From an optimization exercise on the open Yosys and OpenROAD flow, aimed at small area; shortcuts taken in it are not production practice. The RTL was checked by simulation tests, not by an equivalence proof against the original design. Power and IR drop assume default switching activity.

Setup of lane 1:
Design sdm_cic_decim, start of the top module:
module sdm_cic_decim #(
    parameter int unsigned CH         = 4,
    parameter int unsigned ORDER      = 4,
    parameter int unsigned DECIM_LOG2 = 6,
    parameter int unsigned OUT_W      = 16
) (
    input  logic                  clk,
    input  logic                  rst,
    input  logic                  sync_clr,
    input  logic                  valid_in,
    input  logic [CH-1:0]         din,
    output logic                  dout_valid,
    input  logic                  dout_ready,
    output logic [CH*OUT_W-1:0]   dout,
    output logic                  overrun
);
For scale: ~3000 cells after synthesis, about 75 I/O pins.
Settings: LEC_CHECK=0, ABC_AREA=1, CAP_MARGIN=0, CORE_MARGIN=2, CORE_UTILIZATION=40, CTS_BUF_LIST=sky130_fd_sc_hd__clkbuf_4 sky130_fd_sc_hd__clkbuf_8, SLEW_MARGIN=0; clock period 10.0 ns.
run.sh (not shown) runs the stock make flow with config.mk's settings and CLKGATE_MAP_FILE= SYNTH_SCRIPT=/design/flow/synth_recipe.tcl, a recipe that flattens the netlist after the stock synthesis.
In summary, lane 1 completed successfully, with a layout that passed the timing, design-rule and antenna checks.
diff inputs: lane 1 => lane 2
-- flow/config.mk --
<<< lane 1, line 11
export CORE_UTILIZATION = 40
export CTS_BUF_LIST = sky130_fd_sc_hd__clkbuf_4 sky130_fd_sc_hd__clkbuf_8
>>> lane 2, line 11
export CORE_UTILIZATION = 65
export CTS_CLUSTER_DIAMETER = 100
export CTS_CLUSTER_SIZE = 30
export PLACE_DENSITY = 0.75
Transition time of the tightest slew-check pin (higher): lane 1. Against lane 1, number of global-route vias before repair in lane 2 rose by a few percent. Relative to lane 1, total instance count after detailed placement decreased by 9.1% in lane 2. Against lane 1, lane 2 comes in 0.05 ns higher on clock-pin transition on the worst setup and hold timing paths. Lane 2 did not stop at any stage, and its layout met the timing, design-rule and antenna checks. Routed length on met2 | lane 2 above lane 1. Lane 2 against lane 1: post-route fraction of the period consumed by the critical path higher; data required time at the worst endpoint lost 0.06 ns; met1 usage climbed 16 points. Taking lane 1 as the reference, in lane 2 total power moved down, area of the die moved down.
Here is what was changed in the inputs of lane 3 compared with lane 2.
-- flow/config.mk --
<<< lane 2, line 11
export CORE_UTILIZATION = 65
>>> lane 3, line 11
export CORE_UTILIZATION = 40
<<< lane 2, line 14
export PLACE_DENSITY = 0.75
>>> lane 3, line 14
### Flow results
Worst reg-to-reg path cell count (lane 3 / lane 2): 1.06
Lane 2 → lane 3: layout multi-input combinational cell count about even; final critical-path required period went down.
Relative to lane 2, layout-stage area growth over the synthesis result has increased by 2.4 points in lane 3.
From lane 2 to lane 3 the numbers moved as follows: final area now larger, internal power consumption went down, count of antenna diodes in the layout -2.
Lane 2 → lane 3: post-route worst setup slack moved up, total routed wirelength now sits lower.

---

## run A
sdm_cic_decim, a different RTL version from the one above (not shown whole).
For scale: ~2800 cells after synthesis, about 470 flip-flops, ~75 I/O pins, ~0.025 mm2 of cells after synthesis.
Settings: LEC_CHECK=0, ABC_AREA=1, CAP_MARGIN=10, CORE_MARGIN=2, CORE_UTILIZATION=65, CTS_CLUSTER_DIAMETER=100, CTS_CLUSTER_SIZE=25, SLEW_MARGIN=10; clock period 10.0 ns.
standard.sh (not shown) runs the stock make flow with config.mk's settings and CLKGATE_MAP_FILE= SYNTH_SCRIPT=/design/flow/synth_recipe.tcl, a recipe that flattens the netlist after the stock synthesis.
==> flow/flow/run.sh <==
#!/bin/bash
# Layout flow: the standard flow (standard.sh), run in three parts so that
#  - floorplan skips its wire-load-model timing repair (REMOVE_ABC_BUFFERS=1);
#    the placement, CTS and global-route repairs still close timing on the
#    placed design, without the floorplan's pessimistic upsizing;
#  - the port buffers are the platform's smallest buffer, buf_1.
# Synthesis is the standard one, unchanged. Each part logs to its own file here.
set -euo pipefail
bash standard.sh synth > synth.log 2>&1
REMOVE_ABC_BUFFERS=1 bash standard.sh floorplan > floorplan.log 2>&1
BUFFER_PORTS_ARGS="-buffer_cell sky130_fd_sc_hd__buf_1" bash standard.sh finish > finish.log 2>&1
Here is what was changed in the inputs of run B compared with run A.
- CTS_CLUSTER_SIZE changed from 25 to 30
- CORE_UTILIZATION changed from 65 to 55
Notes after the runs:
- Cell area | run B vs run A | run B larger
- In the reports for run B and run A, the smaller placed instance area belongs to run A.
- | share of cell area taken by multi-input logic gates | higher: run A |
- From run A to run B, gate count of the mapped netlist did not move at all.
- Looking only at layout clock buffer count, and setting everything else aside, the higher value of run B and run A goes to run A.
- Against run A, run B comes in 4.2 points lower on global-route usage.
Inputs modified between run B and run C:
- CTS_CLUSTER_SIZE now 16, was 30
- CORE_UTILIZATION now 65, was 55
- CTS_BUF_LIST now sky130_fd_sc_hd__clkbuf_8, previously not set
- CTS_CLUSTER_DIAMETER now 60, was 100
==> results.txt <==
Run C against run B: non-clock buffer count shrank by about 11%, cell-internal power grew by about 1.8%, required time of the critical path grew by 0.10 ns, area added between synthesis and finish shrank by 0.31 points.
Here is what was changed in the inputs of run D compared with run C.
- swapping 65 for 55 in CORE_UTILIZATION
- swapping 16 for 25 in CTS_CLUSTER_SIZE
- swapping 60 for 100 in CTS_CLUSTER_DIAMETER
- clearing CTS_BUF_LIST, which used to be sky130_fd_sc_hd__clkbuf_8
Findings:
Run D ran to completion and came out clean on the timing, design-rule and antenna checks. Run C has completed all stages; timing, DRC and antenna checks passed. Run C -> run D: power density over the cells decreased by a few percent. Going from run C to run D, the shortest clock period the worst path allows after layout was found to have gone down by 0.030 ns. Logic gate share of total power of run C is on par with run D. Run D vs. run C: clock insertion delay at the later pin of the skew report has decreased; register-to-register slack has increased. In run D, the final period utilization came out 0.30 points below the value in run C.

afterwards: timing with drivers on the ports:
In the flow no input, the clock included, has a driving cell. The finished layouts below were timed again as built, in two steps. Step 1 (the two cells are an assumption about what drives the block):
set clk [get_ports {clk}]
set_driving_cell -lib_cell sky130_fd_sc_hd__clkbuf_16 $clk
set_driving_cell -lib_cell sky130_fd_sc_hd__buf_2 [delete_from_list [all_inputs] $clk]
Step 2 adds t to the input delays and takes it off the output delays; t is the mean of the earliest and latest rising clock arrival at the registers after step 1. Input paths then give back, and output paths get back, about the clock's delay inside the block. Three values: no drivers, after step 1, after step 2; two values: the first two.
run | shift t [ns] | slack for setup (ns) | worst hold slack (ns) | worst setup path at the end | cell pins on the clock port's net
lane 1 | 0.716 | 0.293 / 0.293 / 0.293 | 0.325 / 0.325 / 0.325 | register to register | 1
lane 2 | 0.609 | 0.143 / 0.143 / 0.143 | 0.334 / 0.334 / 0.334 | register to register | 1
lane 3 | 0.623 | 0.264 / 0.264 / 0.264 | 0.338 / 0.338 / 0.338 | register to register | 1
run A | 0.628 | 0.274 / 0.274 / 0.274 | 0.337 / 0.337 / 0.337 | register to register | 1
run B | 0.617 | 0.300 / 0.300 / 0.300 | 0.325 / 0.325 / 0.325 | register to register | 1
run C | 0.690 | 0.287 / 0.287 / 0.287 | 0.334 / 0.334 / 0.334 | register to register | 1
run D | 0.653 | 0.318 / 0.318 / 0.318 | 0.330 / 0.330 / 0.330 | register to register | 1
After both steps setup and hold are still met in every run listed.
